This is an optimization exercise on Yosys and OpenROAD, whose aim is small area, not a production implementation. Where RTL was checked, it was by simulation tests only, not by an equivalence proof against the original. Function not checked in runs 3 and 4: the RTL went through the layout flow alone.

### run.sh
#!/bin/bash
# synth_recipe.tcl (not shown) runs the flow's synth.tcl, then flattens the netlist and writes it again
# the make line also repeats each setting of config.mk as NAME=value (left out here)
make -C /OpenROAD-flow-scripts/flow DESIGN_CONFIG=/design/flow/config.mk WORK_HOME=/design/flow/orfs CLKGATE_MAP_FILE= SYNTH_SCRIPT=/design/flow/synth_recipe.tcl finish
### config.mk
export PLATFORM = sky130hd
export DESIGN_NAME = km_top
export DESIGN_NICKNAME = km_top
export VERILOG_FILES = /design/flow/design.v
export SDC_FILE = /design/flow/constraint.sdc
export NUM_CORES = 4
export LEC_CHECK = 0
export CAP_MARGIN = 20
export CORE_MARGIN = 2
export CORE_UTILIZATION = 40
export SLEW_MARGIN = 20
export SYNTH_HIERARCHICAL = 1
export SYNTH_MINIMUM_KEEP_SIZE = 0
### constraint.sdc
create_clock -name core_clock -period 7.0 [get_ports {clk}]
set_input_delay 1.4000 -clock core_clock [delete_from_list [all_inputs] [get_ports {clk}]]
set_output_delay 1.4000 -clock core_clock [all_outputs]
set_load 0.01 [all_outputs]
### design.v
`timescale 1ns/1ps
module km_centroid_regs (
  input  logic                                     clk,
  input  logic                                     rst,
  input  logic                                     i_cent_wr,
  input  logic [2-1:0]                     i_cent_idx,
  input  logic [3*8-1:0]           i_cent_point,
  output logic [3*3*8-1:0] o_cents
);
  localparam int PW = 3*8;
  localparam logic [PW-1:0] CENT0_RST = {3{8'(0)}};
  localparam logic [PW-1:0] CENT1_RST = {3{8'(1)}};
  localparam logic [PW-1:0] CENT2_RST = {3{8'(2)}};
  logic [PW-1:0] wdata;
  assign wdata = i_cent_point & {PW{~rst}};
  always_ff @(posedge clk) begin
    if (rst || (i_cent_wr && i_cent_idx == 2'd0)) o_cents[0*PW +: PW] <= wdata | (CENT0_RST & {PW{rst}});
    if (rst || (i_cent_wr && i_cent_idx == 2'd1)) o_cents[1*PW +: PW] <= wdata | (CENT1_RST & {PW{rst}});
    if (rst || (i_cent_wr && i_cent_idx == 2'd2)) o_cents[2*PW +: PW] <= wdata | (CENT2_RST & {PW{rst}});
  end
endmodule
`timescale 1ns/1ps
module km_distance (
  input  logic                                     clk,
  input  logic [3*8-1:0]           i_point,
  input  logic [3*3*8-1:0] i_cents,
  output logic [3*18-1:0]          o_dists
);
  localparam int DW = 8;
  localparam int PW = 3*8;
  localparam int SW = 18;
  logic [PW-1:0]                 point_n;
  logic [3*PW-1:0]       absdiff_d;
  logic [3*PW-1:0]       absdiff;
  assign point_n = ~i_point;
  for (genvar c = 0; c < 3; c++) begin : g_cent
    for (genvar d = 0; d < 3; d++) begin : g_dim
      km_absdiff u_absdiff (
        .i_c   (i_cents[c*PW + d*DW +: DW]),
        .i_pn  (point_n[d*DW +: DW]),
        .o_abs (absdiff_d[c*PW + d*DW +: DW])
      );
    end
    km_sqsum u_sqsum (
      .i_v    (absdiff[c*PW +: PW]),
      .o_dist (o_dists[c*SW +: SW])
    );
  end
  always_ff @(posedge clk) absdiff <= absdiff_d;
endmodule
module km_absdiff (
  input  logic [7:0] i_c,
  input  logic [7:0] i_pn,
  output logic [7:0] o_abs
);
  wire s0;
  wire c0;
  km_ha u0 (.a(i_c[0]), .b(i_pn[0]), .s(s0), .co(c0));
  wire s1;
  wire c1;
  km_fa u1 (.a(i_c[1]), .b(i_pn[1]), .c(c0), .s(s1), .co(c1));
  wire s2;
  wire c2;
  km_fa u2 (.a(i_c[2]), .b(i_pn[2]), .c(c1), .s(s2), .co(c2));
  wire s3;
  wire c3;
  km_fa u3 (.a(i_c[3]), .b(i_pn[3]), .c(c2), .s(s3), .co(c3));
  wire s4;
  wire c4;
  km_fa u4 (.a(i_c[4]), .b(i_pn[4]), .c(c3), .s(s4), .co(c4));
  wire s5;
  wire c5;
  km_fa u5 (.a(i_c[5]), .b(i_pn[5]), .c(c4), .s(s5), .co(c5));
  wire s6;
  wire c6;
  km_fa u6 (.a(i_c[6]), .b(i_pn[6]), .c(c5), .s(s6), .co(c6));
  wire s7;
  wire c7;
  km_fa u7 (.a(i_c[7]), .b(i_pn[7]), .c(c6), .s(s7), .co(c7));
  wire [7:0] t = {s7, s6, s5, s4, s3, s2, s1, s0};
  wire gt = c7;
  wire [7:0] run;
  assign run[0] = 1'b1;
  for (genvar k = 1; k < 8; k++) begin : g_run
    assign run[k] = run[k-1] & t[k-1];
  end
  assign o_abs = t ^ (~{8{gt}} | run);
endmodule
module km_sqsum (
  input  logic [23:0] i_v,
  output logic [18-1:0] o_dist
);
  wire n0 = i_v[0] & i_v[1];
  wire n1 = i_v[0] & i_v[2];
  wire n2 = i_v[0] & i_v[3];
  wire n3 = i_v[0] & i_v[4];
  wire n4 = i_v[0] & i_v[5];
  wire n5 = i_v[0] & i_v[6];
  wire n6 = i_v[0] & i_v[7];
  wire n7 = i_v[1] & i_v[2];
  wire n8 = i_v[1] & i_v[3];
  wire n9 = i_v[1] & i_v[4];
  wire n10 = i_v[1] & i_v[5];
  wire n11 = i_v[1] & i_v[6];
  wire n12 = i_v[1] & i_v[7];
  wire n13 = i_v[2] & i_v[3];
  wire n14 = i_v[2] & i_v[4];
  wire n15 = i_v[2] & i_v[5];
  wire n16 = i_v[2] & i_v[6];
  wire n17 = i_v[2] & i_v[7];
  wire n18 = i_v[3] & i_v[4];
  wire n19 = i_v[3] & i_v[5];
  wire n20 = i_v[3] & i_v[6];
  wire n21 = i_v[3] & i_v[7];
  wire n22 = i_v[4] & i_v[5];
  wire n23 = i_v[4] & i_v[6];
  wire n24 = i_v[4] & i_v[7];
  wire n25 = i_v[5] & i_v[6];
  wire n26 = i_v[5] & i_v[7];
  wire n27 = i_v[6] & i_v[7];
  wire n28 = i_v[8] & i_v[9];
  wire n29 = i_v[8] & i_v[10];
  wire n30 = i_v[8] & i_v[11];
  wire n31 = i_v[8] & i_v[12];
  wire n32 = i_v[8] & i_v[13];
  wire n33 = i_v[8] & i_v[14];
  wire n34 = i_v[8] & i_v[15];
  wire n35 = i_v[9] & i_v[10];
  wire n36 = i_v[9] & i_v[11];
  wire n37 = i_v[9] & i_v[12];
  wire n38 = i_v[9] & i_v[13];
  wire n39 = i_v[9] & i_v[14];
  wire n40 = i_v[9] & i_v[15];
  wire n41 = i_v[10] & i_v[11];
  wire n42 = i_v[10] & i_v[12];
  wire n43 = i_v[10] & i_v[13];
  wire n44 = i_v[10] & i_v[14];
  wire n45 = i_v[10] & i_v[15];
  wire n46 = i_v[11] & i_v[12];
  wire n47 = i_v[11] & i_v[13];
  wire n48 = i_v[11] & i_v[14];
  wire n49 = i_v[11] & i_v[15];
  wire n50 = i_v[12] & i_v[13];
  wire n51 = i_v[12] & i_v[14];
  wire n52 = i_v[12] & i_v[15];
  wire n53 = i_v[13] & i_v[14];
  wire n54 = i_v[13] & i_v[15];
  wire n55 = i_v[14] & i_v[15];
  wire n56 = i_v[16] & i_v[17];
  wire n57 = i_v[16] & i_v[18];
  wire n58 = i_v[16] & i_v[19];
  wire n59 = i_v[16] & i_v[20];
  wire n60 = i_v[16] & i_v[21];
  wire n61 = i_v[16] & i_v[22];
  wire n62 = i_v[16] & i_v[23];
  wire n63 = i_v[17] & i_v[18];
  wire n64 = i_v[17] & i_v[19];
  wire n65 = i_v[17] & i_v[20];
  wire n66 = i_v[17] & i_v[21];
  wire n67 = i_v[17] & i_v[22];
  wire n68 = i_v[17] & i_v[23];
  wire n69 = i_v[18] & i_v[19];
  wire n70 = i_v[18] & i_v[20];
  wire n71 = i_v[18] & i_v[21];
  wire n72 = i_v[18] & i_v[22];
  wire n73 = i_v[18] & i_v[23];
  wire n74 = i_v[19] & i_v[20];
  wire n75 = i_v[19] & i_v[21];
  wire n76 = i_v[19] & i_v[22];
  wire n77 = i_v[19] & i_v[23];
  wire n78 = i_v[20] & i_v[21];
  wire n79 = i_v[20] & i_v[22];
  wire n80 = i_v[20] & i_v[23];
  wire n81 = i_v[21] & i_v[22];
  wire n82 = i_v[21] & i_v[23];
  wire n83 = i_v[22] & i_v[23];
  wire s84;
  wire c84;
  km_fa u84 (.a(i_v[4]), .b(i_v[12]), .c(i_v[20]), .s(s84), .co(c84));
  wire s85;
  wire c85;
  km_fa u85 (.a(i_v[3]), .b(i_v[11]), .c(i_v[19]), .s(s85), .co(c85));
  wire s86;
  wire c86;
  km_ha u86 (.a(n4), .b(n9), .s(s86), .co(c86));
  wire s87;
  wire c87;
  km_fa u87 (.a(n5), .b(n10), .c(n14), .s(s87), .co(c87));
  wire s88;
  wire c88;
  km_fa u88 (.a(n6), .b(n11), .c(n15), .s(s88), .co(c88));
  wire s89;
  wire c89;
  km_fa u89 (.a(n18), .b(n34), .c(n39), .s(s89), .co(c89));
  wire s90;
  wire c90;
  km_ha u90 (.a(n43), .b(n46), .s(s90), .co(c90));
  wire s91;
  wire c91;
  km_fa u91 (.a(n12), .b(n16), .c(n19), .s(s91), .co(c91));
  wire s92;
  wire c92;
  km_fa u92 (.a(n40), .b(n44), .c(n47), .s(s92), .co(c92));
  wire s93;
  wire c93;
  km_fa u93 (.a(i_v[5]), .b(i_v[13]), .c(i_v[21]), .s(s93), .co(c93));
  wire s94;
  wire c94;
  km_fa u94 (.a(n17), .b(n20), .c(n22), .s(s94), .co(c94));
  wire s95;
  wire c95;
  km_ha u95 (.a(n45), .b(n48), .s(s95), .co(c95));
  wire s96;
  wire c96;
  km_fa u96 (.a(i_v[2]), .b(i_v[10]), .c(i_v[18]), .s(s96), .co(c96));
  wire s97;
  wire c97;
  km_ha u97 (.a(n2), .b(n7), .s(s97), .co(c97));
  wire s98;
  wire c98;
  km_fa u98 (.a(n3), .b(n8), .c(n31), .s(s98), .co(c98));
  wire s99;
  wire c99;
  km_fa u99 (.a(n13), .b(n32), .c(n37), .s(s99), .co(c99));
  wire s100;
  wire c100;
  km_fa u100 (.a(n41), .b(n60), .c(n65), .s(s100), .co(c100));
  wire s101;
  wire c101;
  km_fa u101 (.a(n33), .b(n38), .c(n42), .s(s101), .co(c101));
  wire s102;
  wire c102;
  km_fa u102 (.a(n61), .b(n66), .c(n70), .s(s102), .co(c102));
  wire s103;
  wire c103;
  km_ha u103 (.a(c86), .b(c85), .s(s103), .co(c103));
  wire s104;
  wire c104;
  km_fa u104 (.a(n62), .b(n67), .c(n71), .s(s104), .co(c104));
  wire s105;
  wire c105;
  km_fa u105 (.a(n74), .b(s90), .c(s84), .s(s105), .co(c105));
  wire s106;
  wire c106;
  km_fa u106 (.a(c87), .b(s88), .c(s89), .s(s106), .co(c106));
  wire s107;
  wire c107;
  km_fa u107 (.a(n68), .b(n72), .c(n75), .s(s107), .co(c107));
  wire s108;
  wire c108;
  km_fa u108 (.a(c90), .b(c84), .c(c88), .s(s108), .co(c108));
  wire s109;
  wire c109;
  km_fa u109 (.a(c89), .b(s91), .c(s92), .s(s109), .co(c109));
  wire s110;
  wire c110;
  km_fa u110 (.a(n50), .b(n73), .c(n76), .s(s110), .co(c110));
  wire s111;
  wire c111;
  km_fa u111 (.a(n78), .b(s95), .c(s93), .s(s111), .co(c111));
  wire s112;
  wire c112;
  km_fa u112 (.a(c91), .b(c92), .c(s94), .s(s112), .co(c112));
  wire s113;
  wire c113;
  km_fa u113 (.a(n21), .b(n23), .c(n49), .s(s113), .co(c113));
  wire s114;
  wire c114;
  km_fa u114 (.a(n51), .b(n77), .c(n79), .s(s114), .co(c114));
  wire s115;
  wire c115;
  km_fa u115 (.a(c95), .b(c93), .c(c94), .s(s115), .co(c115));
  wire s116;
  wire c116;
  km_fa u116 (.a(i_v[6]), .b(i_v[14]), .c(i_v[22]), .s(s116), .co(c116));
  wire s117;
  wire c117;
  km_fa u117 (.a(n24), .b(n25), .c(n52), .s(s117), .co(c117));
  wire s118;
  wire c118;
  km_fa u118 (.a(n53), .b(n80), .c(n81), .s(s118), .co(c118));
  wire s119;
  wire c119;
  km_fa u119 (.a(i_v[1]), .b(i_v[9]), .c(i_v[17]), .s(s119), .co(c119));
  wire s120;
  wire c120;
  km_fa u120 (.a(n30), .b(n35), .c(n58), .s(s120), .co(c120));
  wire s121;
  wire c121;
  km_fa u121 (.a(n36), .b(n59), .c(n64), .s(s121), .co(c121));
  wire s122;
  wire c122;
  km_ha u122 (.a(c97), .b(c96), .s(s122), .co(c122));
  wire s123;
  wire c123;
  km_fa u123 (.a(n69), .b(s86), .c(s85), .s(s123), .co(c123));
  wire s124;
  wire c124;
  km_fa u124 (.a(c98), .b(s99), .c(s100), .s(s124), .co(c124));
  wire s125;
  wire c125;
  km_fa u125 (.a(c99), .b(c100), .c(s87), .s(s125), .co(c125));
  wire s126;
  wire c126;
  km_fa u126 (.a(s101), .b(s102), .c(s103), .s(s126), .co(c126));
  wire s127;
  wire c127;
  km_fa u127 (.a(c101), .b(c102), .c(c103), .s(s127), .co(c127));
  wire s128;
  wire c128;
  km_fa u128 (.a(s104), .b(s105), .c(s106), .s(s128), .co(c128));
  wire s129;
  wire c129;
  km_fa u129 (.a(c104), .b(s107), .c(c105), .s(s129), .co(c129));
  wire s130;
  wire c130;
  km_fa u130 (.a(s108), .b(c106), .c(s109), .s(s130), .co(c130));
  wire s131;
  wire c131;
  km_fa u131 (.a(c107), .b(s110), .c(c108), .s(s131), .co(c131));
  wire s132;
  wire c132;
  km_fa u132 (.a(s111), .b(c109), .c(s112), .s(s132), .co(c132));
  wire s133;
  wire c133;
  km_fa u133 (.a(c110), .b(s113), .c(s114), .s(s133), .co(c133));
  wire s134;
  wire c134;
  km_fa u134 (.a(c111), .b(s115), .c(c112), .s(s134), .co(c134));
  wire s135;
  wire c135;
  km_fa u135 (.a(s116), .b(c113), .c(c114), .s(s135), .co(c135));
  wire s136;
  wire c136;
  km_fa u136 (.a(s117), .b(s118), .c(c115), .s(s136), .co(c136));
  wire s137;
  wire c137;
  km_fa u137 (.a(n26), .b(n54), .c(n82), .s(s137), .co(c137));
  wire s138;
  wire c138;
  km_fa u138 (.a(c116), .b(c117), .c(c118), .s(s138), .co(c138));
  wire s139;
  wire c139;
  km_fa u139 (.a(i_v[7]), .b(i_v[15]), .c(i_v[23]), .s(s139), .co(c139));
  wire s140;
  wire c140;
  km_fa u140 (.a(n27), .b(n55), .c(n83), .s(s140), .co(c140));
  wire s141;
  wire c141;
  km_ha u141 (.a(n0), .b(n28), .s(s141), .co(c141));
  wire s142;
  wire c142;
  km_fa u142 (.a(n1), .b(n29), .c(n57), .s(s142), .co(c142));
  wire s143;
  wire c143;
  km_fa u143 (.a(n63), .b(s97), .c(s96), .s(s143), .co(c143));
  wire s144;
  wire c144;
  km_fa u144 (.a(c120), .b(s98), .c(s121), .s(s144), .co(c144));
  wire s145;
  wire c145;
  km_fa u145 (.a(c121), .b(c122), .c(s123), .s(s145), .co(c145));
  wire s146;
  wire c146;
  km_fa u146 (.a(c123), .b(c124), .c(s125), .s(s146), .co(c146));
  wire s147;
  wire c147;
  km_fa u147 (.a(c125), .b(s127), .c(c126), .s(s147), .co(c147));
  wire s148;
  wire c148;
  km_fa u148 (.a(c127), .b(s129), .c(c128), .s(s148), .co(c148));
  wire s149;
  wire c149;
  km_fa u149 (.a(c129), .b(s131), .c(c130), .s(s149), .co(c149));
  wire s150;
  wire c150;
  km_fa u150 (.a(s133), .b(c131), .c(c132), .s(s150), .co(c150));
  wire s151;
  wire c151;
  km_fa u151 (.a(s135), .b(c133), .c(s136), .s(s151), .co(c151));
  wire s152;
  wire c152;
  km_fa u152 (.a(s137), .b(c135), .c(s138), .s(s152), .co(c152));
  wire s153;
  wire c153;
  km_fa u153 (.a(s139), .b(c137), .c(s140), .s(s153), .co(c153));
  wire s154;
  wire c154;
  km_ha u154 (.a(i_v[0]), .b(i_v[8]), .s(s154), .co(c154));
  wire s155;
  wire c155;
  km_ha u155 (.a(n56), .b(s141), .s(s155), .co(c155));
  wire s156;
  wire c156;
  km_fa u156 (.a(c141), .b(c119), .c(s142), .s(s156), .co(c156));
  wire s157;
  wire c157;
  km_fa u157 (.a(c142), .b(s120), .c(s143), .s(s157), .co(c157));
  wire s158;
  wire c158;
  km_fa u158 (.a(s122), .b(c143), .c(s144), .s(s158), .co(c158));
  wire s159;
  wire c159;
  km_fa u159 (.a(c144), .b(s124), .c(s145), .s(s159), .co(c159));
  wire s160;
  wire c160;
  km_fa u160 (.a(s126), .b(c145), .c(s146), .s(s160), .co(c160));
  wire s161;
  wire c161;
  km_fa u161 (.a(c146), .b(s147), .c(s128), .s(s161), .co(c161));
  wire s162;
  wire c162;
  km_fa u162 (.a(c147), .b(s130), .c(s148), .s(s162), .co(c162));
  wire s163;
  wire c163;
  km_fa u163 (.a(s132), .b(c148), .c(s149), .s(s163), .co(c163));
  wire s164;
  wire c164;
  km_fa u164 (.a(s134), .b(c149), .c(s150), .s(s164), .co(c164));
  wire s165;
  wire c165;
  km_fa u165 (.a(c134), .b(c150), .c(s151), .s(s165), .co(c165));
  wire s166;
  wire c166;
  km_fa u166 (.a(c136), .b(s152), .c(c151), .s(s166), .co(c166));
  wire s167;
  wire c167;
  km_fa u167 (.a(c138), .b(s153), .c(c152), .s(s167), .co(c167));
  wire s168;
  wire c168;
  km_fa u168 (.a(c139), .b(c140), .c(c153), .s(s168), .co(c168));
  wire c169;
  km_ha u169 (.a(i_v[16]), .b(s154), .s(o_dist[0]), .co(c169));
  wire c170;
  km_ha u170 (.a(c154), .b(c169), .s(o_dist[1]), .co(c170));
  wire c171;
  km_fa u171 (.a(s119), .b(s155), .c(c170), .s(o_dist[2]), .co(c171));
  wire c172;
  km_fa u172 (.a(c155), .b(s156), .c(c171), .s(o_dist[3]), .co(c172));
  wire s173;
  wire c173;
  km_ha u173 (.a(s157), .b(c156), .s(s173), .co(c173));
  wire s174;
  wire c174;
  km_ha u174 (.a(s158), .b(c157), .s(s174), .co(c174));
  wire s175;
  wire c175;
  km_ha u175 (.a(s159), .b(c158), .s(s175), .co(c175));
  wire s176;
  wire c176;
  km_ha u176 (.a(s160), .b(c159), .s(s176), .co(c176));
  wire s177;
  wire c177;
  km_ha u177 (.a(s161), .b(c160), .s(s177), .co(c177));
  wire s178;
  wire c178;
  km_ha u178 (.a(s162), .b(c161), .s(s178), .co(c178));
  wire s179;
  wire c179;
  km_ha u179 (.a(s163), .b(c162), .s(s179), .co(c179));
  wire s180;
  wire c180;
  km_ha u180 (.a(s164), .b(c163), .s(s180), .co(c180));
  wire s181;
  wire c181;
  km_ha u181 (.a(s165), .b(c164), .s(s181), .co(c181));
  wire s182;
  wire c182;
  km_ha u182 (.a(s166), .b(c165), .s(s182), .co(c182));
  wire s183;
  wire c183;
  km_ha u183 (.a(s167), .b(c166), .s(s183), .co(c183));
  wire s184;
  wire c184;
  km_ha u184 (.a(s168), .b(c167), .s(s184), .co(c184));
  wire n185 = c173 | (s173 & c172);
  wire n186 = c174 | (s174 & n185);
  wire n187 = s174 & s173;
  wire n188 = c176 | (s176 & c175);
  wire n189 = s176 & s175;
  wire n190 = c178 | (s178 & c177);
  wire n191 = s178 & s177;
  wire n192 = c180 | (s180 & c179);
  wire n193 = s180 & s179;
  wire n194 = c182 | (s182 & c181);
  wire n195 = s182 & s181;
  wire n196 = c184 | (s184 & c183);
  wire n197 = s184 & s183;
  wire n198 = 1'b0 | (1'b0 & 1'b0);
  wire n199 = 1'b0 & c168;
  wire n200 = c175 | (s175 & n186);
  wire n201 = s175 & n187;
  wire n202 = n188 | (n189 & n186);
  wire n203 = n189 & n187;
  wire n204 = c179 | (s179 & n190);
  wire n205 = s179 & n191;
  wire n206 = n192 | (n193 & n190);
  wire n207 = n193 & n191;
  wire n208 = c183 | (s183 & n194);
  wire n209 = s183 & n195;
  wire n210 = n196 | (n197 & n194);
  wire n211 = n197 & n195;
  wire n212 = c177 | (s177 & n202);
  wire n213 = s177 & n203;
  wire n214 = n190 | (n191 & n202);
  wire n215 = n191 & n203;
  wire n216 = n204 | (n205 & n202);
  wire n217 = n205 & n203;
  wire n218 = n206 | (n207 & n202);
  wire n219 = n207 & n203;
  wire n220 = 1'b0 | (c168 & n210);
  wire n221 = c168 & n211;
  wire n222 = n198 | (n199 & n210);
  wire n223 = n199 & n211;
  wire n224 = c181 | (s181 & n218);
  wire n225 = s181 & n219;
  wire n226 = n194 | (n195 & n218);
  wire n227 = n195 & n219;
  wire n228 = n208 | (n209 & n218);
  wire n229 = n209 & n219;
  wire n230 = n210 | (n211 & n218);
  wire n231 = n211 & n219;
  wire n232 = n220 | (n221 & n218);
  wire n233 = n221 & n219;
  wire n234 = n222 | (n223 & n218);
  wire n235 = n223 & n219;
  assign o_dist[4] = s173 ^ c172;
  assign o_dist[5] = s174 ^ n185;
  assign o_dist[6] = s175 ^ n186;
  assign o_dist[7] = s176 ^ n200;
  assign o_dist[8] = s177 ^ n202;
  assign o_dist[9] = s178 ^ n212;
  assign o_dist[10] = s179 ^ n214;
  assign o_dist[11] = s180 ^ n216;
  assign o_dist[12] = s181 ^ n218;
  assign o_dist[13] = s182 ^ n224;
  assign o_dist[14] = s183 ^ n226;
  assign o_dist[15] = s184 ^ n228;
  assign o_dist[16] = c168 ^ n230;
  assign o_dist[17] = 1'b0 ^ n232;
endmodule
module km_sum_add (
  input  logic [15:0] i_q,
  input  logic [7:0]  i_p,
  input  logic        i_hit,
  output logic [15:0] o_s
);
  wire n0 = i_p[0] & i_hit;
  wire n1 = i_p[1] & i_hit;
  wire n2 = i_p[2] & i_hit;
  wire n3 = i_p[3] & i_hit;
  wire n4 = i_p[4] & i_hit;
  wire n5 = i_p[5] & i_hit;
  wire n6 = i_p[6] & i_hit;
  wire n7 = i_p[7] & i_hit;
  wire c8;
  km_ha u8 (.a(i_q[0]), .b(n0), .s(o_s[0]), .co(c8));
  wire c9;
  km_fa u9 (.a(i_q[1]), .b(n1), .c(c8), .s(o_s[1]), .co(c9));
  wire c10;
  km_fa u10 (.a(i_q[2]), .b(n2), .c(c9), .s(o_s[2]), .co(c10));
  wire c11;
  km_fa u11 (.a(i_q[3]), .b(n3), .c(c10), .s(o_s[3]), .co(c11));
  wire c12;
  km_fa u12 (.a(i_q[4]), .b(n4), .c(c11), .s(o_s[4]), .co(c12));
  wire c13;
  km_fa u13 (.a(i_q[5]), .b(n5), .c(c12), .s(o_s[5]), .co(c13));
  wire c14;
  km_fa u14 (.a(i_q[6]), .b(n6), .c(c13), .s(o_s[6]), .co(c14));
  wire c15;
  km_fa u15 (.a(i_q[7]), .b(n7), .c(c14), .s(o_s[7]), .co(c15));
  wire c16;
  km_ha u16 (.a(i_q[8]), .b(c15), .s(o_s[8]), .co(c16));
  wire c17;
  km_ha u17 (.a(i_q[9]), .b(c16), .s(o_s[9]), .co(c17));
  wire c18;
  km_ha u18 (.a(i_q[10]), .b(c17), .s(o_s[10]), .co(c18));
  wire c19;
  km_ha u19 (.a(i_q[11]), .b(c18), .s(o_s[11]), .co(c19));
  wire c20;
  km_ha u20 (.a(i_q[12]), .b(c19), .s(o_s[12]), .co(c20));
  wire c21;
  km_ha u21 (.a(i_q[13]), .b(c20), .s(o_s[13]), .co(c21));
  wire c22;
  km_ha u22 (.a(i_q[14]), .b(c21), .s(o_s[14]), .co(c22));
  assign o_s[15] = i_q[15] ^ c22;
endmodule
module km_cnt_inc (
  input  logic [8:0] i_q,
  input  logic       i_hit,
  output logic [8:0] o_q
);
  wire c0;
  km_ha u0 (.a(i_q[0]), .b(i_hit), .s(o_q[0]), .co(c0));
  wire c1;
  km_ha u1 (.a(i_q[1]), .b(c0), .s(o_q[1]), .co(c1));
  wire c2;
  km_ha u2 (.a(i_q[2]), .b(c1), .s(o_q[2]), .co(c2));
  wire c3;
  km_ha u3 (.a(i_q[3]), .b(c2), .s(o_q[3]), .co(c3));
  wire c4;
  km_ha u4 (.a(i_q[4]), .b(c3), .s(o_q[4]), .co(c4));
  wire c5;
  km_ha u5 (.a(i_q[5]), .b(c4), .s(o_q[5]), .co(c5));
  wire c6;
  km_ha u6 (.a(i_q[6]), .b(c5), .s(o_q[6]), .co(c6));
  wire c7;
  km_ha u7 (.a(i_q[7]), .b(c6), .s(o_q[7]), .co(c7));
  assign o_q[8] = i_q[8] ^ c7;
endmodule
module km_fa (input logic a, input logic b, input logic c, output logic s, output logic co);
  assign s  = a ^ b ^ c;
  assign co = (a & b) | (a & c) | (b & c);
endmodule
module km_ha (input logic a, input logic b, output logic s, output logic co);
  assign s  = a ^ b;
  assign co = a & b;
endmodule
`timescale 1ns/1ps
module km_argmin (
  input  logic [3*18-1:0] i_dists,
  output logic [2-1:0]            o_idx,
  output logic [18-1:0]           o_dist
);
  localparam int SW = 18;
  logic [SW-1:0] d0, d1, d2;
  assign d0 = i_dists[0*SW +: SW];
  assign d1 = i_dists[1*SW +: SW];
  assign d2 = i_dists[2*SW +: SW];
  function automatic logic less(input logic [SW-1:0] a, input logic [SW-1:0] b);
    logic br;
    br = 1'b0;
    for (int i = 0; i < SW; i++) begin
      br = (~a[i] & b[i]) | (~a[i] & br) | (b[i] & br);
    end
    less = br;
  endfunction
  logic lt01, lt02, lt12, sel0, sel1, sel2;
  assign lt01 = less(d0, d1);
  assign lt02 = less(d0, d2);
  assign lt12 = less(d1, d2);
  assign sel0 = lt01 & lt02;
  assign sel1 = ~lt01 & lt12;
  assign sel2 = ~sel0 & ~sel1;
  assign o_idx  = {sel2, sel1};
  assign o_dist = ({SW{sel0}} & d0) | ({SW{sel1}} & d1) | ({SW{sel2}} & d2);
endmodule
`timescale 1ns/1ps
module km_delay_line #(
  parameter int WIDTH = 1,
  parameter int DEPTH = 6
) (
  input  logic             clk,
  input  logic [WIDTH-1:0] i_data,
  output logic [WIDTH-1:0] o_data
);
  logic [(DEPTH-1)*WIDTH-1:0] stages;
  always_ff @(posedge clk) begin
    {o_data, stages} <= {stages, i_data};
  end
endmodule
`timescale 1ns/1ps
module km_accumulator (
  input  logic                           clk,
  input  logic                           rst,
  input  logic                           i_clear,
  input  logic                           i_acc_valid,
  input  logic [2-1:0]           i_acc_idx,
  input  logic [3*8-1:0] i_acc_point,
  input  logic                           i_rd_en,
  input  logic [2-1:0]           i_rd_idx,
  output logic                           o_rd_valid,
  output logic [3*16-1:0]  o_rd_sum,
  output logic [9-1:0]         o_rd_count
);
  localparam int DW = 8;
  localparam int UW = 16;
  localparam int VW = 3*16;
  localparam int NW = 9;
  logic [3*VW-1:0] sums, sums_d;
  logic [3*NW-1:0] counts, counts_d;
  logic                           up_clear;
  logic                           up_valid;
  logic [2-1:0]           up_idx;
  logic [3*8-1:0] up_point;
  always_ff @(posedge clk) begin
    up_clear <= rst | i_clear;
    up_valid <= i_acc_valid;
    up_idx   <= i_acc_idx;
    up_point <= i_acc_point;
  end
  for (genvar c = 0; c < 3; c++) begin : g_cent
    logic hit;
    assign hit = up_valid & (up_idx == c);
    for (genvar d = 0; d < 3; d++) begin : g_dim
      km_sum_add u_add (
        .i_q   (sums[c*VW + d*UW +: UW]),
        .i_p   (up_point[d*DW +: DW]),
        .i_hit (hit),
        .o_s   (sums_d[c*VW + d*UW +: UW])
      );
    end
    km_cnt_inc u_inc (
      .i_q   (counts[c*NW +: NW]),
      .i_hit (hit),
      .o_q   (counts_d[c*NW +: NW])
    );
  end
  always_ff @(posedge clk) begin
    sums   <= up_clear ? '0 : sums_d;
    counts <= up_clear ? '0 : counts_d;
  end
  logic [2-1:0] rd_idx;
  always_ff @(posedge clk) begin
    if (rst) begin
      o_rd_valid <= 1'b0;
    end else begin
      o_rd_valid <= i_rd_en;
    end
    rd_idx <= i_rd_idx;
  end
  always_comb begin
    case (rd_idx)
      2'd0: begin o_rd_sum = sums[0*VW +: VW]; o_rd_count = counts[0*NW +: NW]; end
      2'd1: begin o_rd_sum = sums[1*VW +: VW]; o_rd_count = counts[1*NW +: NW]; end
      2'd2: begin o_rd_sum = sums[2*VW +: VW]; o_rd_count = counts[2*NW +: NW]; end
      default: begin o_rd_sum = '0; o_rd_count = '0; end
    endcase
  end
endmodule
`timescale 1ns/1ps
module km_top (
  input  logic             clk,
  input  logic             rst,
  input  logic             i_cent_wr,
  input  logic [2-1:0]            i_cent_idx,
  input  logic [3*8-1:0]  i_cent_point,
  input  logic             i_valid,
  input  logic [3*8-1:0]  i_point,
  input  logic             i_clear,
  input  logic             i_rd_en,
  input  logic [2-1:0]            i_rd_idx,
  output logic             o_assign_valid,
  output logic [2-1:0]            o_assign_idx,
  output logic [18-1:0]           o_assign_dist,
  output logic [3*8-1:0]  o_assign_point,
  output logic             o_rd_valid,
  output logic [3*16-1:0]  o_rd_sum,
  output logic [9-1:0]          o_rd_count
);
  localparam int PW = 3*8;
  localparam int RW = 2 + 18;
  logic [3*PW-1:0]         cents;
  logic [3*18-1:0] dists;
  logic [2-1:0]            win_idx;
  logic [18-1:0]           win_dist;
  km_centroid_regs u_cent_regs (
    .clk          (clk),
    .rst          (rst),
    .i_cent_wr    (i_cent_wr),
    .i_cent_idx   (i_cent_idx),
    .i_cent_point (i_cent_point),
    .o_cents      (cents)
  );
  km_distance u_distance (
    .clk     (clk),
    .i_point (i_point),
    .i_cents (cents),
    .o_dists (dists)
  );
  km_argmin u_argmin (
    .i_dists (dists),
    .o_idx   (win_idx),
    .o_dist  (win_dist)
  );
  km_delay_line #(
    .WIDTH (RW),
    .DEPTH (6 - 1)
  ) u_result_dly (
    .clk    (clk),
    .i_data ({win_idx, win_dist}),
    .o_data ({o_assign_idx, o_assign_dist})
  );
  km_delay_line #(
    .WIDTH (PW),
    .DEPTH (6)
  ) u_point_dly (
    .clk    (clk),
    .i_data (i_point),
    .o_data (o_assign_point)
  );
  logic [6-2:0] valid_sr;
  always_ff @(posedge clk) begin
    if (rst) {o_assign_valid, valid_sr} <= '0;
    else     {o_assign_valid, valid_sr} <= {valid_sr, i_valid};
  end
  km_accumulator u_accumulator (
    .clk         (clk),
    .rst         (rst),
    .i_clear     (i_clear),
    .i_acc_valid (o_assign_valid),
    .i_acc_idx   (o_assign_idx),
    .i_acc_point (o_assign_point),
    .i_rd_en     (i_rd_en),
    .i_rd_idx    (i_rd_idx),
    .o_rd_valid  (o_rd_valid),
    .o_rd_sum    (o_rd_sum),
    .o_rd_count  (o_rd_count)
  );
endmodule
==> summary.txt, run 1 <==
Status
  • Status: no timing/DRC/antenna violations

Route
  • DRT Pass-1 Iters: 5
  • Wirelength per Cell: ~20 um
  • Drt total wl: about 70,000 um
  • DRC: 0
  • DR iter-0 viols: approximately 970
  • Vias per cell: between 4 and 5
  • Post-route ant nets: 0
  • Via count: approximately 18,000

Global routing
  • Congestion Overflow GR: 0
  • Initial antenna violation count: 2
  • Largest net degree at the start of global routing: 92
  • All-Layer GR Usage: about 18%
  • First-pass GRT wire length: roughly 110,000 um
  • Vias in the first global route: 19,500

Clock network
  • Bufs on Longest Clock Path: 3
  • CTS H-tree depth: 3
  • Clock slew at reported path FFs: about 0.06 ns
  • Clk Latency, worst-skew pair: 0.61 ns
  • Num CTS Buffers: 66
  • Cts hold-fix bufs: 0
  • Num Clock Sinks: around 600
  • CTS tree: yes
  • Root Buffer: clkbuf_16

Setup path
  • Critical Path Sink Type: flop
  • Buffers and inverters on the worst path: 2
  • Crit path required time: 7.50 ns
  • Startpoint Class: flop
  • Largest stage delay, worst path: 0.51 ns
  • Worst path top cell family by delay: adder cells
  • CP max-delay cell: fa_1
  • Worst path cell trace: and2_1 -> fa_1 -> fa_1 -> fa_1 -> fa_1 -> fa_1 -> ha_4 -> a21o_1 -> nor3b_1 -> nor2_1 -> or3b_1 -> xor2_1 -> inv_1 -> o211ai_1 -> nand3_2 -> o31ai_4 -> a21oi_2 -> maj3_2 -> o32a_1 -> o211a_1 -> buf_12 -> a221oi_1
  • CP arrival: ~7.3 ns
  • Crit Path Max Fanout: 18
  • Crit path kind: flop to flop
  • CP most frequent cell: fa_1

Floorplan
  • Die Wd: roughly 280 um
  • DIE AREA: about 78,000 um2
  • Chip Height: approximately 280 um
  • IO Count: about 160
  • Core area: approximately 76,000 um2
  • Row cnt: between 100 and 150
  • Starting Density: between 40% and 50%

Layout
  • Final #Nets: 3,206
  • P&R area growth vs syn: 16.79%
  • Fin area: about 36,000 um2
  • Fraction of layout cells with a size suffix above 1: 8.601%
  • Final Core Density: 47.05%
  • Commonest non-fill, non-tap cell in the layout: dfxtp_1
  • Commonest cells after routing, fill and taps aside: dfxtp_1, fa_1, and2_1, nor2b_1, ha_1

STA
  • Final slew viol count: 0
  • Clk_skew: approximately 0.021 ns
  • Final Critical Period: 6.828 ns
  • Final hold vios: 0
  • Max Clock Freq: ~150 MHz
  • Final WS setup: around 0.17 ns
  • Final setup vio count: 0
  • Worst-margin pin slew: 0.9322 ns
  • Crit share post-route: about 98%
  • Setup_tns: 0 ns
  • Slew HR: a little under two fifths

Synthesis
  • Cells after synthesis: 2,396
  • Fraction of registers with async set/reset: 0%
  • Mean Syn Cell Area: ~13 um2
  • Warnings from Yosys: 13
  • Yosys reg bits: between 500 and 600
  • Prevailing post-synth register cell: dfxtp_1
  • Syn nets: approximately 3,000
  • Mapped Area: roughly 30,000 um2
  • Post-synth EDFFs: 72
  • Sequential element share of the synthesized area: about two fifths
  • Distinct cells, synth: 70

Placement
  • GPL Wtd Cong: ~0.93
  • DP Wirelength: around 55,000 um
  • Port bufs: 160
  • Place WS: 0.04990 ns
  • Area after DPL: approximately 33,000 um2

Job
  • Max cap viols: 0

Worst hold path
  • Worst hold path class: flop to flop
==> per-stage QoR <==
stage                     instances  hold WS, ns
final                          3630       0.3210
after global routing           3629       0.3258
after CTS                      3627       0.3228
after detailed placement       3507       0.3121
after global placement         3507       0.3097
after floorplan                2396       0.3096
==> cell usage after synthesis (3+ instances only) <==
library cell  count  area (um2)
ha_1            189        2365
buf_12            4       80.08
or2_2             7       43.79
xnor2_1          30       262.8
o31ai_1           4       30.03
o21bai_1          3       22.52
nand2b_1         13       81.33
nor2b_1         219        1370
o21ai_0           7       35.03
nand4_2           9       112.6
a221oi_1         10       87.58
nor3_1            4       20.02
or3_1             4       25.02
a31o_1            3       26.28
fa_1            360        7207
o21ai_1          28       140.1
dfxtp_1         524       10490
inv_1            90       337.8
or3b_1            4       35.03
maj3_1            7       70.07
or2_1             6       37.54
nor3b_1           7       52.55
buf_2            21       105.1
mux2i_1          57       570.6
o22ai_1          13       81.33
a221oi_2         10       150.1
buf_6             5       56.30
xor2_1           69       604.3
buf_4             9       67.56
o211ai_1          4       30.03
clkbuf_1         11       41.29
nand3_1          25       125.1
nand2_1          64       240.2
o2bb2ai_1        57       499.2
o221ai_1          3       26.28
maj3_2            5       56.30
a21oi_1          17       85.08
edfxtp_1         72        2162
and2_1          327        2046
nor2_1           41       153.9
a211oi_1          6       45.04
o2111ai_1         3       26.28
a21o_1           12       90.09
==> area by class of cell <==
cell class / count / area, um2
multi-input cells: 1658 / 17250
inverters: 91 / 341.6
clock inverters: 36 / 441.7
repair buffers: 186 / 1817
fillers: 6661 / 40080
diodes: 1 / 2.502
well taps: 978 / 1224
flip-flops and latches: 596 / 12700
clock buffers: 84 / 1844
==> registers in the layout, indices dropped and copies added, names as in the netlist, 2 cells and up <==
signal	count
u_point_dly.o_data	24
u_result_dly.stages	80
valid_sr	5
u_accumulator.sums	144
u_result_dly.o_data	20
u_accumulator.counts	27
u_accumulator.rd_idx	2
u_accumulator.up_idx	2
u_cent_regs.o_cents	72
u_distance.absdiff	72
u_accumulator.up_point	24
u_point_dly.stages	120
==> per-module statistics from Yosys, one instance, submodules excluded, a selection <==
module / flops+latches / copies in the design / cell area (um2)
km_top: 6 / 1 / 157.7
km_absdiff: 0 / 9 / 131.4
km_sqsum: 0 / 3 / 844.6
km_ha: 0 / 174 / 12.51
km_fa: 0 / 360 / 20.02
km_cnt_inc: 0 / 3 / 8.758
==> routing by layer <==
layer	vias up	track usage (%)	routed length, um
li1	8340	-	-
met1	8920	23.64	30800
met2	391	30.90	34140
met3	122	3.281	3290
met4	0	7.185	2261
met5	-	0	0
==> kinds of logic (layout without fill, tap and decap cells) <==
family                   count (synthesis)  after routing  share of synthesized area [%]
other                                    0              1                              0
AND/OR/NAND/NOR                        740            740                          14.52
buffers and inverters                  142            397                          2.318
AO/OA/AOI/OAI                          201            201                          5.165
XOR/XNOR                                99             99                          2.843
multiplexers                            57             57                          1.871
flip-flops                             596            596                          41.49
adder cells (fa/ha/maj)                561            561                          31.80
==> repair_timing <==
action / 4_1_cts / 5_1_grt
buffers inserted: 0 / 2
gates resized for setup: 0 / 45
hold endpoints to repair: 0 / 0
endpoints found under the setup margin: 0 / 19
==> path summary, 6_finish.rpt <==
path,start,to,slack [ns],cells past startpoint
setup / recovery,u_distance.absdiff[56]$_DFF_P_,u_result_dly.stages[6]$_DFF_P_,0.17,22
hold / removal,u_point_dly.stages[73]$_DFF_P_,u_point_dly.stages[97]$_DFF_P_,0.32,0
setup reg to reg,u_distance.absdiff[56]$_DFF_P_,u_result_dly.stages[6]$_DFF_P_,0.17,22
hold reg to reg,u_point_dly.stages[73]$_DFF_P_,u_point_dly.stages[97]$_DFF_P_,0.32,0
==> run 2, diff against run 1 <==
--- a/config.mk
+++ b/config.mk
@@ -8,6 +8,7 @@
 export CAP_MARGIN = 20
 export CORE_MARGIN = 2
 export CORE_UTILIZATION = 40
+export CTS_BUF_LIST = sky130_fd_sc_hd__clkbuf_4
 export SLEW_MARGIN = 20
 export SYNTH_HIERARCHICAL = 1
 export SYNTH_MINIMUM_KEEP_SIZE = 0
==> run 2 against run 1 <==
  * Global-route usage up 0.30 points
  * Critical path depth unchanged
  * First-iteration DRC count shrank 12%
  * Clock skew up 0.050 ns
  * Worst setup slack better by 0.033 ns
  * Register-to-register slack better by 0.03 ns
  * Maximum frequency increased by 0.49%
  * Non-clock buffer count is the same
  * Hold slack lost 0.033 ns
  * Wire length is 0.95% higher
  * Utilization fell by 0.22 points
  * Largest cell class unchanged
==> summary.txt, run 2 <==
Status
  • Status: no timing/DRC/antenna violations

Route
  • Vias per cell: 4.854 (-0.86%)
  • DR iter-0 viols: 851 (-12%)
  • Post-route ant nets: 0 (unchanged)
  • Drt total wl: 71,160 um (+0.95%)
  • DRC: 0 (unchanged)
  • DRT Pass-1 Iters: 7 (+2)
  • Via count: 18,390 (+3.5%)
  • Wirelength per Cell: 18.78 um (-3.3%)

Clock network
  • Num CTS Buffers: 158 (+140%)
  • Clock slew at reported path FFs: 0.06 ns (about the same)
  • Clk Latency, worst-skew pair: 1.00 ns (+0.39 ns)
  • CTS tree: yes
  • Num Clock Sinks: 596 (unchanged)
  • Root Buffer: clkbuf_4
  • CTS H-tree depth: 4 (+1)
  • Bufs on Longest Clock Path: 3 (unchanged)

STA
  • Final WS setup: 0.2051 ns (+0.03342 ns)
  • Worst-margin pin slew: 0.9244 ns (-0.007808 ns)
  • Final Critical Period: 6.795 ns (-0.03342 ns)
  • Final hold vios: 0 (unchanged)
  • Max Clock Freq: 147.2 MHz (+0.49%)
  • Clk_skew: 0.07125 ns (+0.04987 ns)
  • Final slew viol count: 0 (unchanged)
  • Final setup vio count: 0 (unchanged)
  • Min Hold Slack: 0.2881 ns (-0.03295 ns)
  • Crit share post-route: 97.07% (-0.48 points)
  • Slew HR: 38.37% (+0.52 points)

Global routing
  • Initial antenna violation count: 5 (+3)
  • All-Layer GR Usage: 18.72% (+0.30 points)
  • First-pass GRT wire length: 112,000 um (+1.3%)
  • Congestion Overflow GR: 0 (unchanged)
  • Vias in the first global route: 20,310 (+4.1%)
  • Largest net degree at the start of global routing: 92 (unchanged)

Synthesis
  • Cells after synthesis: 2,396 (unchanged)
  • Fraction of registers with async set/reset: 0% (unchanged)
  • Mapped Area: 30,500 um2 (unchanged)
  • Synth top cells by count: dfxtp_1, fa_1, and2_1, nor2b_1, ha_1
  • Synth area leaders: dfxtp_1, fa_1, ha_1
  • Most frequent cell after synthesis: dfxtp_1
  • Yosys top cell area share: 34.40% (unchanged)
  • Syn nets: 3,003 (unchanged)
  • Sequential element share of the synthesized area: 41.49% (unchanged)
  • Cell type with the largest total area after synthesis: dfxtp_1
  • Warnings from Yosys: 13 (unchanged)
  • Prevailing post-synth register cell: dfxtp_1
  • Mean Syn Cell Area: 12.73 um2 (unchanged)
  • Yosys reg bits: 596 (unchanged)
  • Post-synth EDFFs: 72 (unchanged)
  • Distinct cells, synth: 70 (unchanged)

Layout
  • Commonest cells after routing, fill and taps aside: dfxtp_1, fa_1, and2_1, clkbuf_4, nor2b_1
  • P&R area growth vs syn: 16.24%
  • Commonest non-fill, non-tap cell in the layout: dfxtp_1
  • Fraction of layout cells with a size suffix above 1: 13.00% (+4.4 points)
  • Max reg flops: 144 (unchanged)
  • Fill cells: 6,804 (+2.1%)
  • Final Core Density: 46.83% (-0.22 points)
  • Final #Nets: 3,298 (+2.9%)
  • Largest register by flop count: u_accumulator.sums

Floorplan
  • DIE AREA: 78,470 um2 (unchanged)
  • Starting Density: 40.29% (unchanged)
  • IO Count: 161 (unchanged)
  • Die Wd: 280.1 um (unchanged)
  • Row cnt: 101 (unchanged)
  • Core area: 75,700 um2 (unchanged)
  • Chip Height: 280.1 um (unchanged)

Placement
  • DP Wirelength: 55,460 um (unchanged)
  • GPL Wtd Cong: 0.9254 (unchanged)
  • Port bufs: 160 (unchanged)
  • Place WS: 0.04990 ns (unchanged)

Setup path
  • R2R Path Start: u_distance.absdiff[56]$_DFF_P_
  • Crit path required time: 7.83 ns (+0.33 ns)
  • Crit path kind: flop to flop
  • Critical Path Sink Type: flop
  • Startpoint Class: flop
  • CP arrival: 7.63 ns (+0.31 ns)
  • Worst reg-to-reg path cell count: 22 (unchanged)
  • Reg-to-reg slack, setup: 0.21 ns (+0.03 ns)
  • Reg2Reg Capture Point: u_result_dly.stages[6]$_DFF_P_
  • Crit Path Max Fanout: 18 (unchanged)

Job
  • Max cap viols: 0 (unchanged)

Worst hold path
  • End of the worst hold path: u_point_dly.stages[37]$_DFF_P_
  • Worst hold path class: flop to flop
  • Hold depth: 0 (unchanged)
  • Min-delay src: u_point_dly.stages[13]$_DFF_P_
==> run 2: per-stage QoR <==
step	cell area [um2]	std cells	setup TNS (ns)
floorplan	30500	2396	0
detailed placement	33180	3507	0
global placement	33180	3507	0
finish	35450	3789	0
global route	35440	3786	-0.02534
CTS	35270	3783	0
==> run 2: worst max-delay path by stage <==
stage                                   start                               to  slack (ns)  cells after the start
4_1_cts        u_distance.absdiff[50]$_DFF_P_   u_result_dly.stages[5]$_DFF_P_        0.03                     24
5_1_grt        u_distance.absdiff[20]$_DFF_P_   u_result_dly.stages[6]$_DFF_P_       -0.03                     23
2_1_floorplan  u_distance.absdiff[55]$_DFF_P_  u_result_dly.stages[10]$_DFF_P_        0.47                     26
3_3_place_gp    u_distance.absdiff[1]$_DFF_P_  u_result_dly.stages[16]$_DFF_P_        0.18                     24
3_5_place_dp   u_distance.absdiff[53]$_DFF_P_   u_result_dly.stages[5]$_DFF_P_        0.05                     24
6_report       u_distance.absdiff[56]$_DFF_P_   u_result_dly.stages[6]$_DFF_P_        0.21                     22
==> run 2: what timing repair did <==
item | CTS | global route
endpoints found under the hold margin | 0 | 0
gates resized for setup | 0 | 47
hold buffers | 0 | 0
endpoints found under the setup margin | 0 | 19
setup buffers | 0 | 2
==> run 2: layout make-up <==
class	count	area (um2)	area share, %
Timing Repair Buffer	186	1817	5.125
Clock inverter	51	404.1	1.140
Inverter	91	341.6	0.9636
Sequential cell	596	12700	35.81
Clock buffer	225	1689	4.765
Tap cell	978	1224	3.452
Antenna cell	4	10.01	0.02824
Multi-Input combinational cell	1658	17270	48.71
==> run 2: kinds of logic (layout without fill, tap and decap cells) <==
logic type               after synthesis  in the layout  synth area share, %
XOR/XNOR                              99             99                2.843
multiplexers                          57             57                1.871
AND/OR/NAND/NOR                      740            740                14.52
buffers and inverters                142            553                2.318
AO/OA/AOI/OAI                        201            201                5.165
adder cells (fa/ha/maj)              561            561                31.80
other                                  0              4                    0
flip-flops                           596            596                41.49
==> run 2: routing by layer <==
layer | wire, um | vias up | global-route usage [%]
met3 | 3864 | 142 | 4.505
li1 | - | 8630 | -
met2 | 34520 | 458 | 30.90
met4 | 2384 | 2 | 7.925
met1 | 30380 | 9160 | 23.46
met5 | 13 | - | 0
==> run 2: Yosys stat by module, one instance, submodules excluded, a selection <==
module            cells  cell area, um2  flops+latches  times used
km_cnt_inc            1           8.758              0           3
km_sum_add            9           58.81              0           9
km_accumulator      531            6485            202           1
km_absdiff           21           131.4              0           9
km_distance          96            1531             72           1
km_top               12           157.7              6           1
km_ha                 1           12.51              0         174
km_argmin           209            1378              0           1
km_centroid_regs    110            2405             72           1
km_fa                 1           20.02              0         360
km_sqsum            129           844.6              0           3
==> run 2: critical path, cell delays in order, from the launching register on <==
cell	delay, ns
dfxtp_1	0.46
and2_1	0.20
fa_1	0.44
fa_1	0.47
fa_1	0.41
fa_1	0.51
fa_1	0.46
ha_4	0.28
a21o_1	0.19
nor3b_1	0.15
nor2_1	0.14
or3b_1	0.38
xor2_1	0.33
inv_1	0.18
o211ai_1	0.27
nand3_2	0.15
o31ai_4	0.29
a21oi_2	0.07
maj3_2	0.32
o32a_1	0.35
o211a_1	0.15
buf_12	0.17
a221oi_1	0.27
==> run 3, diff against run 2 <==
--- a/design.v
+++ b/design.v
@@ -710,22 +710,22 @@
     sums   <= up_clear ? '0 : sums_d;
     counts <= up_clear ? '0 : counts_d;
   end
-  logic [2-1:0] rd_idx;
+  logic [3-1:0] rd_sel;
   always_ff @(posedge clk) begin
     if (rst) begin
       o_rd_valid <= 1'b0;
     end else begin
       o_rd_valid <= i_rd_en;
     end
-    rd_idx <= i_rd_idx;
+    for (int c = 0; c < 3; c++) rd_sel[c] <= (i_rd_idx == c);
   end
   always_comb begin
-    case (rd_idx)
-      2'd0: begin o_rd_sum = sums[0*VW +: VW]; o_rd_count = counts[0*NW +: NW]; end
-      2'd1: begin o_rd_sum = sums[1*VW +: VW]; o_rd_count = counts[1*NW +: NW]; end
-      2'd2: begin o_rd_sum = sums[2*VW +: VW]; o_rd_count = counts[2*NW +: NW]; end
-      default: begin o_rd_sum = '0; o_rd_count = '0; end
-    endcase
+    o_rd_sum   = '0;
+    o_rd_count = '0;
+    for (int c = 0; c < 3; c++) begin
+      o_rd_sum   = o_rd_sum   | (sums[c*VW +: VW]   & {VW{rd_sel[c]}});
+      o_rd_count = o_rd_count | (counts[c*NW +: NW] & {NW{rd_sel[c]}});
+    end
   end
 endmodule
 `timescale 1ns/1ps
--- a/config.mk
+++ b/config.mk
@@ -8,7 +8,6 @@
 export CAP_MARGIN = 20
 export CORE_MARGIN = 2
 export CORE_UTILIZATION = 40
-export CTS_BUF_LIST = sky130_fd_sc_hd__clkbuf_4
 export SLEW_MARGIN = 20
 export SYNTH_HIERARCHICAL = 1
 export SYNTH_MINIMUM_KEEP_SIZE = 0
==> run 3 against run 2 <==
  * Still clean on timing, DRC and antenna
  * Area after synthesis shrank 0.97%
  * Via count shrank 3.2%
  * Non-clock buffer count grew 19
==> summary.txt, run 3 <==
STA
  • Final Critical Period: 6.811 ns (+0.01603 ns)
  • Min Hold Slack: 0.3136 ns (+0.02555 ns)
  • Clk_skew: 0.02723 ns (-0.04401 ns)
  • Crit share post-route: 97.30% (+0.23 points)
  • Setup_tns: 0 ns (unchanged)
  • Final slew viol count: 0 (unchanged)
  • Max Clock Freq: 146.8 MHz (-0.24%)
  • Final hold vios: 0 (unchanged)
  • Slew HR: 33.54% (-4.8 points)
  • Final WS setup: 0.1890 ns (-0.01603 ns)
  • Worst-margin pin slew: 0.9969 ns (+0.07248 ns)
  • Final setup vio count: 0 (unchanged)

Floorplan
  • Die Wd: 278.8 um (-0.48%)
  • Core area: 74,570 um2 (-1.5%)
  • Row cnt: 100 (-0.99%)
  • DIE AREA: 77,720 um2 (-0.95%)
  • Chip Height: 278.8 um (-0.48%)
  • Starting Density: 40.50% (+0.21 points)
  • IO Count: 161 (unchanged)

Global routing
  • All-Layer GR Usage: 17.98% (-0.74 points)
  • Initial antenna violation count: 2 (-3)
  • Largest net degree at the start of global routing: 88 (-4.3%)
  • Congestion Overflow GR: 0 (unchanged)
  • Vias in the first global route: 19,280 (-5.1%)
  • First-pass GRT wire length: 108,100 um (-3.4%)

Route
  • Vias per cell: 4.893 (+0.80%)
  • Post-route ant nets: 0 (unchanged)
  • DRT Pass-1 Iters: 8 (+1)
  • Drt total wl: 69,220 um (-2.7%)
  • DR iter-0 viols: 1,079 (+27%)
  • Wirelength per Cell: 19.02 um (+1.3%)
  • DRC: 0 (unchanged)
  • Via count: 17,810 (-3.2%)

Synthesis
  • Mapped Area: 30,200 um2 (-0.97%)
  • Cell type with the largest total area after synthesis: dfxtp_1
  • Post-synth EDFFs: 72 (unchanged)
  • Fraction of registers with async set/reset: 0% (unchanged)
  • Synth top cells by count: dfxtp_1, fa_1, and2_1, nor2b_1, ha_1
  • Yosys top cell area share: 34.80% (+0.40 points)
  • Most frequent cell after synthesis: dfxtp_1
  • Cells after synthesis: 2,398 (+0.083%)
  • Prevailing post-synth register cell: dfxtp_1
  • Sequential element share of the synthesized area: 41.96% (+0.47 points)
  • Mean Syn Cell Area: 12.59 um2 (-1.1%)
  • Warnings from Yosys: 13 (unchanged)
  • Syn nets: 3,005 (+0.067%)
  • Distinct cells, synth: 66 (-5.7%)
  • Synth area leaders: dfxtp_1, fa_1, ha_1
  • Yosys reg bits: 597 (+0.17%)

Setup path
  • Crit path kind: flop to flop
  • Largest stage delay, worst path: 0.57 ns (+0.06 ns)
  • Worst path top cell family by delay: adder cells
  • CP arrival: 7.28 ns (-0.35 ns)
  • R2R Path Start: u_distance.absdiff[24]$_DFF_P_
  • Crit path depth: 22 (unchanged)
  • Worst Setup EP: u_result_dly.stages[1]$_DFF_P_
  • Worst reg-to-reg path cell count: 22 (unchanged)
  • Worst path cell trace: and2_1 -> fa_1 -> fa_1 -> fa_1 -> fa_1 -> fa_1 -> ha_1 -> a21o_1 -> a31o_1 -> a21o_1 -> a21o_1 -> ha_1 -> nor2_2 -> xnor2_2 -> nor2b_1 -> maj3_1 -> maj3_1 -> o31a_1 -> o32a_1 -> o211a_1 -> buf_12 -> a221oi_1
  • Crit Path Max Fanout: 18 (unchanged)
  • Reg2Reg Capture Point: u_result_dly.stages[1]$_DFF_P_
  • Reg-to-reg slack, setup: 0.19 ns (-0.02 ns)
  • CP most frequent cell: fa_1
  • Critical Path Sink Type: flop
  • Crit path required time: 7.47 ns (-0.36 ns)
  • CP max-delay cell: fa_1
  • Crit path launch: u_distance.absdiff[24]$_DFF_P_
  • Buffers and inverters on the worst path: 1 (-1)
  • Startpoint Class: flop

Clock network
  • Clk Latency, worst-skew pair: 0.60 ns (-0.40 ns)
  • Clock slew at reported path FFs: 0.06 ns (about the same)
  • Num CTS Buffers: 66 (-58%)
  • Bufs on Longest Clock Path: 3 (unchanged)
  • Num Clock Sinks: 597 (+0.17%)
  • CTS tree: yes
  • Cts hold-fix bufs: 0 (unchanged)
  • Root Buffer: clkbuf_16
  • CTS H-tree depth: 3 (-1)

Placement
  • DP Wirelength: 54,370 um (-2.0%)
  • Place WS: -0.1781 ns (-0.2280 ns)
  • Port bufs: 160 (unchanged)
  • Area after DPL: 33,040 um2 (-0.42%)
  • GPL Wtd Cong: 0.8798 (-4.9%)

Worst hold path
  • Hold depth: 0 (unchanged)
  • Worst hold path class: flop to flop

Layout
  • Max reg flops: 144 (unchanged)
  • Largest register by flop count: u_accumulator.sums
  • Multi-input logic area: 16,770 um2 (-2.9%)
  • Register area: 12,700 um2 (about the same)
  • Commonest non-fill, non-tap cell in the layout: dfxtp_1
  • Fill cells: 6,563 (-3.5%)
  • Fraction of layout cells with a size suffix above 1: 8.468% (-4.5 points)
  • Final #Nets: 3,228 (-2.1%)
  • Commonest cells after routing, fill and taps aside: dfxtp_1, fa_1, and2_1, nor2b_1, ha_1
  • Fin area: 35,370 um2 (-0.23%)
  • P&R area growth vs syn: 17.11%

Job
  • Max cap viols: 0 (unchanged)

Status
  • Status: no timing/DRC/antenna violations
[run 3: changes by cell type after synthesis, moves of 2 or more]
| cell | previous run | this run |
|---|---|---|
| buf_2 | 21 | 17 |
| mux2i_1 | 57 | 0 |
| buf_6 | 5 | 12 |
| buf_12 | 4 | 0 |
| inv_1 | 90 | 147 |
| clkbuf_1 | 11 | 14 |
| o2bb2ai_1 | 57 | 0 |
| a222oi_1 | 2 | 59 |
| nor2b_1 | 219 | 221 |
| buf_4 | 9 | 6 |
[run 3: final cells by class]
class	count	share of cell area, %
Tap cell	969	3.428
Sequential cell	597	35.92
Antenna cell	1	0.007075
Clock buffer	90	5.271
Inverter	148	1.571
Multi-Input combinational cell	1603	47.41
Timing Repair Buffer	205	5.554
Clock inverter	26	0.8384
[run 3: logic make-up after synthesis]
logic type,synth area share [%]
AND/OR/NAND/NOR,14.67
flip-flops,41.96
adder cells (fa/ha/maj),32.11
AO/OA/AOI/OAI,5.452
buffers and inverters,2.941
XOR/XNOR,2.871
[run 3: repair_timing]
action                     CTS  global route
setup endpoints to repair   16            19
resized for setup            6            34
pin swaps                    0             5
buffers inserted             0             2
[run 3: layer usage]
metal	wire length, um	GRT usage, %
met3	3045	2.719
met1	30910	23.93
met4	1760	6.010
met5	0	0
met2	33500	30.05
[run 3: worst min-delay path by stage]
| stage | slack [ns] | from | endpoint |
|---|---|---|---|
| 2_1_floorplan | 0.31 | u_point_dly.stages[96]$_DFF_P_ | u_point_dly.o_data[0]$_DFF_P_ |
| 3_3_place_gp | 0.31 | u_point_dly.stages[0]$_DFF_P_ | u_point_dly.stages[24]$_DFF_P_ |
| 3_5_place_dp | 0.31 | u_point_dly.stages[80]$_DFF_P_ | u_point_dly.stages[104]$_DFF_P_ |
| 4_1_cts | 0.31 | u_point_dly.stages[84]$_DFF_P_ | u_point_dly.stages[108]$_DFF_P_ |
| 5_1_grt | 0.32 | u_point_dly.stages[84]$_DFF_P_ | u_point_dly.stages[108]$_DFF_P_ |
| 6_report | 0.31 | u_point_dly.stages[84]$_DFF_P_ | u_point_dly.stages[108]$_DFF_P_ |
[run 3: per-module statistics from Yosys, one instance, submodules excluded, a selection]
module | flip-flops and latches | times used | cells | cell area (um2)
km_accumulator | 203 | 1 | 533 | 6190
km_top | 6 | 1 | 12 | 157.7
km_argmin | 0 | 1 | 209 | 1378
km_centroid_regs | 72 | 1 | 110 | 2405
km_distance | 72 | 1 | 96 | 1531
km_cnt_inc | 0 | 3 | 1 | 8.758
[run 3: per-stage QoR]
step | cells | util, %
final | 3639 | 47.43
after global routing | 3639 | 47.43
after CTS | 3636 | 47.24
after detailed placement | 3520 | 44.30
after global placement | 3520 | 44.30
after floorplan | 2398 | -
==> run 4, diff against run 3 <==
==> flow/run.sh (new file) <==
#!/bin/bash
# Own layout flow: the standard flow (standard.sh, unchanged synthesis and
# steps) with three settings changed through the environment:
#  - port buffers are the smallest buffer cell (every port is still buffered)
#  - clock tree synthesis inserts no dummy loads
#  - after global routing, cells off the critical paths are downsized
# Each tool's full output goes to the ORFS logs under orfs/logs/, and the
# output of the whole make run to standard.log in this folder.
set -euo pipefail
export BUFFER_PORTS_ARGS="-buffer_cell sky130_fd_sc_hd__buf_1"
export CTS_ARGS="-sink_clustering_enable -repair_clock_nets -dont_use_dummy_load"
export RECOVER_POWER=100
bash standard.sh > standard.log 2>&1
==> standard.sh (new file) <==
#!/bin/bash
# synth_recipe.tcl (not shown) runs the flow's synth.tcl, then flattens the netlist and writes it again
# the make line also repeats each setting of config.mk as NAME=value (left out here)
make -C /OpenROAD-flow-scripts/flow DESIGN_CONFIG=/design/flow/config.mk WORK_HOME=/design/flow/orfs CLKGATE_MAP_FILE= SYNTH_SCRIPT=/design/flow/synth_recipe.tcl "${@:-finish}"
removed: run.sh
==> run 4 against run 3 <==
  * Now fails the layout checks on max-capacitance violations, max-slew violations
  * Sequential share of layout area rose by 1.9 points
  * Non-clock buffer count shrank 26
  * Critical path type unchanged
==> summary.txt, run 4 <==
STA
  • Setup_tns: 0 ns (unchanged)
  • Final setup vio count: 0 (unchanged)
  • Min Hold Slack: 0.3023 ns (-0.01128 ns)
  • Final Critical Period: 6.774 ns (-0.03704 ns)
  • Final slew viol count: 298 (+298)
  • Worst-margin pin slew: 3.768 ns (+2.772 ns)
  • Clk_skew: 0.04971 ns (+0.02247 ns)
  • Final hold vios: 0 (unchanged)

Route
  • DRT Pass-1 Iters: 8 (unchanged)
  • Vias per cell: 4.960 (+1.4%)
  • DRC: 0 (unchanged)
  • DR iter-0 viols: 1,073 (-0.56%)

Synthesis
  • Sequential element share of the synthesized area: 41.96% (unchanged)
  • Synth top cells by count: dfxtp_1, fa_1, and2_1, nor2b_1, ha_1
  • Post-synth EDFFs: 72 (unchanged)
  • Most frequent cell after synthesis: dfxtp_1
  • Synth area leaders: dfxtp_1, fa_1, ha_1
  • Yosys top cell area share: 34.80% (unchanged)
  • Distinct cells, synth: 66 (unchanged)
  • Cells after synthesis: 2,398 (unchanged)
  • Mean Syn Cell Area: 12.59 um2 (unchanged)
  • Syn nets: 3,005 (unchanged)
  • Prevailing post-synth register cell: dfxtp_1

Global routing
  • First-pass GRT wire length: 108,300 um (+0.12%)
  • All-Layer GR Usage: 18.02% (+0.036 points)
  • Vias in the first global route: 19,110 (-0.90%)

Floorplan
  • IO Count: 161 (unchanged)
  • Die Wd: 278.8 um (unchanged)

Layout
  • P&R area growth vs syn: 11.32%
  • Largest register by flop count: u_accumulator.sums
  • Commonest cells after routing, fill and taps aside: dfxtp_1, fa_1, and2_1, nor2b_1, ha_1

Setup path
  • Largest stage delay, worst path: 0.51 ns (-0.06 ns)
  • Startpoint Class: flop
  • Worst path top cell family by delay: adder cells
  • Critical Path Sink Type: flop
  • CP most frequent cell: fa_1

Status
  • Failing Checks: max-capacitance violations, max-slew violations
  • Status: failed layout checks

Clock network
  • Cts hold-fix bufs: 0 (unchanged)
  • Setup bufs post-CTS: 0 (unchanged)
  • Num CTS Buffers: 66 (unchanged)
  • Root Buffer: clkbuf_16

Placement
  • GPL Wtd Cong: 0.8758 (-0.45%)

Job
  • Max cap viols: 5 (+5)
==> run 4: cell counts after synthesis <==
No cell type changed its count.
==> run 4: cells by family (layout without fill, tap and decap cells) <==
family | Yosys count | in the layout | share of synthesized area [%]
adder cells (fa/ha/maj) | 561 | 561 | 32.11
other | 0 | 3 | 0
AND/OR/NAND/NOR | 742 | 742 | 14.67
buffers and inverters | 198 | 393 | 2.941
flip-flops | 597 | 597 | 41.96
AO/OA/AOI/OAI | 201 | 201 | 5.452
XOR/XNOR | 99 | 99 | 2.871
==> run 4: area by class of cell <==
cell class                 instances  area, um2
timing repair buffer             179      725.7
sequential                       597      12720
fill                            6854      40950
tap                              969       1212
inverter                         148      555.5
antenna                            3      7.507
clock buffer                      66       1652
multi-input combinational       1603      16750
==> run 4: timing repair <==
| item | CTS | global route |
|---|---|---|
| gates resized for setup | 3 | 47 |
| endpoints found under the hold margin | 0 | 0 |
| setup endpoints to repair | 3 | 18 |
| pin swaps | 0 | 1 |
==> run 4: layer usage <==
layer	vias up	GRT usage, %	part of all wire (%)
met4	2	5.597	2.6
met1	8905	23.87	44
met3	93	3.163	4.6
met5	-	0	0.019
li1	8284	-	-
met2	400	30.09	49
==> run 4: final timing paths <==
path / cells past startpoint / startpoint / endpoint / slack, ns
worst min register to register: 0 / u_result_dly.stages[34]$_DFF_P_ / u_result_dly.stages[54]$_DFF_P_ / 0.30
worst max-delay path: 23 / u_distance.absdiff[33]$_DFF_P_ / u_result_dly.stages[3]$_DFF_P_ / 0.23
worst max register to register: 23 / u_distance.absdiff[33]$_DFF_P_ / u_result_dly.stages[3]$_DFF_P_ / 0.23
worst min-delay path: 0 / u_result_dly.stages[34]$_DFF_P_ / u_result_dly.stages[54]$_DFF_P_ / 0.30
==> run 4: stage by stage <==
stage	std cells	cell area, um2	setup WS [ns]
6_report	3565	33620	0.2261
3_5_place_dp	3496	31850	0.01659
3_3_place_gp	3496	31850	0.1603
5_1_grt	3563	33620	-0.01522
4_1_cts	3562	33510	0.01829
2_1_floorplan	2398	30200	0.4724
==> run 4: Yosys stat by module (local to each module, per instance), a selection <==
module | times used | area (um2) | cells inside | flops+latches
km_sqsum | 3 | 844.6 | 129 | 0
km_centroid_regs | 1 | 2405 | 110 | 72
km_cnt_inc | 3 | 8.758 | 1 | 0
km_argmin | 1 | 1378 | 209 | 0
km_ha | 174 | 12.51 | 1 | 0
km_sum_add | 9 | 58.81 | 9 | 0
km_absdiff | 9 | 131.4 | 21 | 0
km_accumulator | 1 | 6190 | 533 | 203
km_fa | 360 | 20.02 | 1 | 0

-- separate check: timing with driven ports --
The results above use ideal ports. As a check the final layouts listed here were re-extracted and re-timed, cells and wires unchanged.
Step 1 assumes that a clkbuf_16 drives the clock port and a buf_2 every other input.
Step 2 also shifts input and output timing later by t, the mid clock arrival at the registers, as if the neighbouring blocks saw the same clock.
a / b / c = ideal ports / drivers / drivers and shift; a / b = the first two.
| run | t (ns) | setup slack, ns | worst setup path after step 2 | pins driven straight from the clock port |
|---|---|---|---|---|
| run 1 | 0.669 | 0.172 / 0.172 / 0.172 | register to register | 1 |
| run 2 | 1.032 | 0.205 / 0.205 / 0.205 | register to register | 1 |
| run 3 | 0.653 | 0.189 / 0.189 / 0.189 | register to register | 1 |
| run 4 | 0.624 | 0.226 / 0.226 / 0.226 | register to register | 1 |
